From an optimization exercise on the open Yosys and OpenROAD flow, aimed at small area; shortcuts taken in it are not production practice. Only simulation tests tie the RTL to the original design; equivalence was not proved. Power is estimated from default activity; no workload was simulated.

Design lockInTop, start of the top module:
module lockInTop (
    input  logic               clk,
    input  logic               rstN,
    input  logic        [15:0] divFast,
    input  logic        [15:0] divSlow,
    input  logic signed [15:0] sIn,
    output logic signed [5:0]  modSlope,
    output logic signed [25:0] modOut,
    output logic signed [15:0] demodF,
    output logic signed [15:0] demodFQ,
    output logic signed [15:0] demod2f,
    output logic signed [15:0] demod2fQ,
    output logic signed [15:0] demod3f,
    output logic signed [15:0] demod3fQ
);
    function automatic logic [15:0] rca16(input logic [15:0] a, input logic [15:0] b, input logic ci);
        logic c;
        c = ci;
        for (int k = 0; k < 16; k++) begin
            rca16[k] = a[k] ^ b[k] ^ c;
            c = (a[k] & b[k]) | (a[k] & c) | (b[k] & c);
        end
    endfunction
    function automatic logic [16:0] rca16c(input logic [15:0] a, input logic [15:0] b);
        logic c;
        c = 1'b0;
        for (int k = 0; k < 16; k++) begin
            rca16c[k] = a[k] ^ b[k] ^ c;
            c = (a[k] & b[k]) | (a[k] & c) | (b[k] & c);
        end
        rca16c[16] = c;
    endfunction
    function automatic logic [6:0] rca6(input logic [5:0] a, input logic [5:0] b);
        logic c;
        c = 1'b0;
        for (int k = 0; k < 6; k++) begin
            rca6[k] = a[k] ^ b[k] ^ c;
            c = (a[k] & b[k]) | (a[k] & c) | (b[k] & c);
        end
        rca6[6] = c;
    endfunction
    function automatic logic [15:0] inc16(input logic [15:0] a, input logic ci);
        logic c;
        c = ci;
        for (int k = 0; k < 16; k++) begin
            inc16[k] = a[k] ^ c;
            c = a[k] & c;
        end
    endfunction
    logic [15:0] fastCnt1, slowCnt1;
    logic        fastTick, slowTick;
  ...
export LEC_CHECK = 0
export ABC_AREA = 1
export CAP_MARGIN = 0
export CORE_MARGIN = 2
export CORE_UTILIZATION = 40
export SLEW_MARGIN = 0
create_clock -name core_clock -period 10.0 [get_ports {clk}]
standard.sh (not shown) runs the stock make flow with config.mk's settings and CLKGATE_MAP_FILE= SYNTH_SCRIPT=/design/flow/synth_recipe.tcl, a recipe that flattens the netlist after the stock synthesis.
==> flow/flow/run.sh <==
#!/bin/bash
# The standard layout (standard.sh), with these changes to how it is built:
#  - synthesis is the standard flow's own script, with an area-oriented ABC mapping script
#    (flow/synth_wrap.tcl, flow/abc_area_map.script); flip-flops are mapped as before;
#  - the port buffers are plain buf_1 cells (every port still gets its buffer);
#  - clock tree synthesis uses small clock buffers (flow/cts_args.txt).
set -euo pipefail
here="$(pwd)"
export BUFFER_PORTS_ARGS="-buffer_cell sky130_fd_sc_hd__buf_1"
export CTS_ARGS="$(cat flow/cts_args.txt)"
export MY_ABC_SCRIPT="$here/flow/abc_area_map.script"
export FLOW_SYNTH_TCL="$here/synth_recipe.tcl"
sed "s|SYNTH_SCRIPT=[^ ]*|SYNTH_SCRIPT=$here/flow/synth_wrap.tcl|" standard.sh > my_standard.sh
bash my_standard.sh > standard.log 2>&1
==> flow/flow/abc_area_map.script <==
strash
dch -f
amap
topo
==> flow/flow/cts_args.txt <==
-sink_clustering_enable -repair_clock_nets -dont_use_dummy_load -buf_list {sky130_fd_sc_hd__clkbuf_8} -root_buf sky130_fd_sc_hd__clkbuf_8 -sink_clustering_size 16 -sink_clustering_max_diameter 60
==> flow/flow/synth_wrap.tcl <==
# The standard flow's synthesis script (synth_recipe.tcl), with one change: the ABC mapping step
# uses flow/abc_area_map.script (area-oriented amap) instead of ORFS's ABC script.
# Everything before and after ABC, flip-flop mapping included, is unchanged.
proc abc {args} {
  set i [lsearch $args -script]
  if {$i >= 0} {
    lset args [expr {$i + 1}] $::env(MY_ABC_SCRIPT)
  }
  puts "synth_wrap: abc $args"
  yosys abc {*}$args
}
source $::env(FLOW_SYNTH_TCL)
Change:
--- a/flow/flow/run.sh
+++ b/flow/flow/run.sh
@@ -6 +6 @@
-#  - clock tree synthesis uses small clock buffers (flow/cts_args.txt).
+#  - clock tree synthesis uses small clock buffers and no dummy loads (flow/cts_args.txt).
==> flow/flow/cts_args.txt (replaced) <==
-sink_clustering_enable -repair_clock_nets -dont_use_dummy_load -buf_list {sky130_fd_sc_hd__clkbuf_4} -root_buf sky130_fd_sc_hd__clkbuf_4 -sink_clustering_buffer sky130_fd_sc_hd__clkbuf_4 -sink_clustering_size 10 -sink_clustering_max_diameter 50
CORE_UTILIZATION = 55   (was 40)
PLACE_DENSITY = 0.7   (was unset)
What happened: Sequential power hardly moves; combinational power barely changes; power went down by a few percent; die area falls by a quarter to a third.

========
== yarrow ==
lockInTop again, from the RTL that the note above started with.
export LEC_CHECK = 0
export ABC_AREA = 1
export CAP_MARGIN = 0
export CORE_MARGIN = 2
export CORE_UTILIZATION = 40
export SLEW_MARGIN = 0
create_clock -name core_clock -period 10.0 [get_ports {clk}]
==> flow/flow/run.sh <==
#!/bin/bash
# The standard layout (standard.sh), with these changes to how it is built:
#  - synthesis is the standard flow's own script, with an area-oriented ABC mapping script
#    (flow/synth_wrap.tcl, flow/abc_area_map.script); flip-flops are mapped as before;
#  - the port buffers are plain buf_1 cells (every port still gets its buffer);
#  - clock tree synthesis uses small clock buffers and no dummy loads (flow/cts_args.txt).
set -euo pipefail
here="$(pwd)"
export GPL_KEEP_OVERFLOW=0
export BUFFER_PORTS_ARGS="-buffer_cell sky130_fd_sc_hd__buf_1"
export CTS_ARGS="$(cat flow/cts_args.txt)"
export MY_ABC_SCRIPT="$here/flow/abc_area_map.script"
export FLOW_SYNTH_TCL="$here/synth_recipe.tcl"
sed "s|SYNTH_SCRIPT=[^ ]*|SYNTH_SCRIPT=$here/flow/synth_wrap.tcl|" standard.sh > my_standard.sh
bash my_standard.sh > standard.log 2>&1
==> flow/flow/cts_args.txt <==
-sink_clustering_enable -repair_clock_nets -dont_use_dummy_load -buf_list {sky130_fd_sc_hd__clkbuf_4} -root_buf sky130_fd_sc_hd__clkbuf_4 -sink_clustering_buffer sky130_fd_sc_hd__clkbuf_4 -sink_clustering_size 10 -sink_clustering_max_diameter 50
Scripts as last shown in full above: flow/flow/abc_area_map.script, flow/flow/synth_wrap.tcl
Setup changes, yarrow to maple
diff --git a/flow/flow/run.sh b/flow/flow/run.sh
--- a/flow/flow/run.sh
+++ b/flow/flow/run.sh
@@ -9 +8,0 @@
-export GPL_KEEP_OVERFLOW=0
==> run notes <==
As far as hold buffer count at cts goes, maple and yarrow are indistinguishable; the numbers are identical.
Relative to yarrow, final cell count has increased by about 0.3% in maple.
Detailed-route wire length of maple falls short of that of yarrow slightly.

========
Another version of the RTL of lockInTop (not shown whole).
Size in the first run: about 1600 cells after synthesis, roughly 260 flip-flops, roughly 180 I/O pins, ~14000 um^2 of cells after synthesis.
clock: 10.0 ns
lec_check: 0
abc_area: 1
cap_margin: 20
core_margin: 2
core_utilization: 40
gpl_timing_driven: 0
slew_margin: 20
==> flow/flow/run.sh <==
#!/bin/bash
# The standard layout (standard.sh), with two changes to how it is built:
#  - the port buffers are plain buf_1 cells (every port still gets its buffer);
#  - clock tree synthesis uses small clock buffers and larger sink clusters.
export BUFFER_PORTS_ARGS="-buffer_cell sky130_fd_sc_hd__buf_1"
if [[ -f flow/cts_args.txt ]]; then
  export CTS_ARGS="$(cat flow/cts_args.txt)"
fi
bash standard.sh > standard.log 2>&1
==> flow/flow/cts_args.txt <==
-sink_clustering_enable -repair_clock_nets -dont_use_dummy_load -buf_list {sky130_fd_sc_hd__clkbuf_8} -root_buf sky130_fd_sc_hd__clkbuf_8 -sink_clustering_size 16 -sink_clustering_max_diameter 60
The baseline produced a clean layout.
Edit:
- CAP_MARGIN: 20 -> 0
- GPL_TIMING_DRIVEN: 0 -> not set
- SLEW_MARGIN: 20 -> 0
The changed run passed the timing, DRC and antenna checks.
Worst setup slack gets better by 0.22 ns.
Cell count goes down by 1.6%.
Via count went down by 2.1%.
Non-clock buffer count went down by 33.
Design area went down by 1.5%.
Area after synthesis does not change.
Routed wire length came out lower by 2.1%.
Core utilization came out lower by 0.68 points.
Edit:
==> flow/flow/cts_args.txt (replaced) <==
-sink_clustering_enable -repair_clock_nets -dont_use_dummy_load -buf_list {sky130_fd_sc_hd__clkbuf_8} -root_buf sky130_fd_sc_hd__clkbuf_8
- CAP_MARGIN: 0 -> 20
- SLEW_MARGIN: 0 -> 20
Cell area went up by 1.9%.
Via count went up by 1.4%.
Routed wire length goes up by 1.0%.
Area after synthesis stays the same.
Clock skew grows by 0.030 ns.
Sequential power is about the same.
Setup slack gets worse by 0.059 ns.
Total power goes up by 7.8%.
Die area does not change.
Clock-buffer cell count rose by 19.
Register-to-register slack is worse by 0.06 ns.
Edit:
==> flow/flow/cts_args.txt (replaced) <==
-sink_clustering_enable -repair_clock_nets -dont_use_dummy_load -buf_list {sky130_fd_sc_hd__clkbuf_8} -root_buf sky130_fd_sc_hd__clkbuf_8 -sink_clustering_size 16 -sink_clustering_max_diameter 60
Final cell count came out lower by 0.73%.
Register-to-register slack is better by 0.09 ns.
Total power went down by 6.3%.
First-iteration DRC count drops by 7.0%.
Clock power is lower by 23%.
Routed wire length goes down by 0.47%.
Design area came out lower by about 1.4%.
Count of clock-buffer cells in the layout is lower by 17.
Die area does not change.
Clock skew is about the same.

========
Setup of job 101:
lockInTop, a different RTL version from the one above (not shown whole).
For scale: ~1600 cells after synthesis, ~260 flip-flops, roughly 180 I/O pins, roughly 0.015 mm² of cells after synthesis.
==> flow/config.mk <==
export PLATFORM = sky130hd
export DESIGN_NAME = lockInTop
export DESIGN_NICKNAME = lockInTop
export VERILOG_FILES = /design/flow/design.v
export SDC_FILE = /design/flow/constraint.sdc
export NUM_CORES = 4
export LEC_CHECK = 0
export ABC_AREA = 1
export CAP_MARGIN = 20
export CORE_MARGIN = 2
export CORE_UTILIZATION = 70
export PLACE_DENSITY = 0.8
export SLEW_MARGIN = 20
==> flow/constraint.sdc <==
create_clock -name core_clock -period 10.0 [get_ports {clk}]
set_input_delay 2.0000 -clock core_clock [delete_from_list [all_inputs] [get_ports {clk}]]
set_output_delay 2.0000 -clock core_clock [all_outputs]
set_load 0.01 [all_outputs]
==> flow/flow/cts_args.txt <==
-sink_clustering_enable -repair_clock_nets -dont_use_dummy_load -buf_list {sky130_fd_sc_hd__clkbuf_8} -root_buf sky130_fd_sc_hd__clkbuf_8 -sink_clustering_size 24 -sink_clustering_max_diameter 50
Scripts as last shown in full above: flow/flow/run.sh
Job 101 has completed all stages; timing, DRC and antenna checks passed.
Inputs modified between job 101 and job 103:
-- flow/config.mk --
<<< job 101, line 10
export CORE_MARGIN = 2
export CORE_UTILIZATION = 70
export PLACE_DENSITY = 0.8
export SLEW_MARGIN = 20
>>> job 103, line 10
export CORE_MARGIN = 2
export CORE_UTILIZATION = 40
export SLEW_MARGIN = 20
removed: flow/flow/cts_args.txt
Findings:
Between job 101 and job 103, the flow reports logic depth of the worst setup path including buffers increasing by more than 10%.
Compared with job 101, job 103 shows a final instance area that is 5.2% higher.
Job 103 was carried through to the last stage, and its layout satisfied the timing, DRC and antenna checks.
Compared with job 101, job 103 shows a lower number of global-route vias before repair.

## what the ideal ports hide
How much do the figures lean on ideal ports? The routed layouts below were timed once more, with nothing changed but the port constraints. Step 1, drivers: a clkbuf_16 drives clk and a buf_2 each remaining input, both assumed. Step 2 moves the port delays by t, midway between the first and last clock arrival at a register: inputs arrive t later, outputs are due t later. That takes back most of the time a late clock gives input paths. Slacks: no drivers / after step 1 / after step 2; pairs: no drivers / after step 1.
run | shift t [ns] | setup WS [ns] | worst setup path after step 2 | clock arrival spread, ns
the first run of note 1 | 0.602 | 0.593 / 0.592 / 0.200 | input to register | 0.086 / 0.086
the second run of note 1 | 0.722 | 0.538 / 0.538 / 0.054 | input to register | 0.047 / 0.047
yarrow | 0.667 | 0.527 / 0.527 / 0.138 | input to register | 0.086 / 0.086
maple | 0.657 | 0.593 / 0.593 / 0.193 | input to register | 0.070 / 0.070
the first run of note 3 | 0.616 | 0.334 / 0.336 / -0.280 | input to register | 0.046 / 0.046
the second run of note 3 | 0.619 | 0.549 / 0.549 / 0.014 | input to register | 0.040 / 0.040
the third run of note 3 | 0.605 | 0.490 / 0.490 / -0.019 | input to register | 0.076 / 0.076
the fourth run of note 3 | 0.635 | 0.577 / 0.577 / 0.015 | input to register | 0.079 / 0.079
job 101 | 0.605 | 0.576 / 0.575 / -0.030 | input to register | 0.108 / 0.108
job 103 | 0.623 | 0.635 / 0.635 / 0.072 | input to register | 0.022 / 0.023
Met with ideal ports but missed after step 2: setup timing in the first run of note 3, the third run of note 3 and job 101. For the first run of note 3, which loses most, drivers alone change the setup slack by +0.002 ns; drivers and shift together by -0.614 ns.
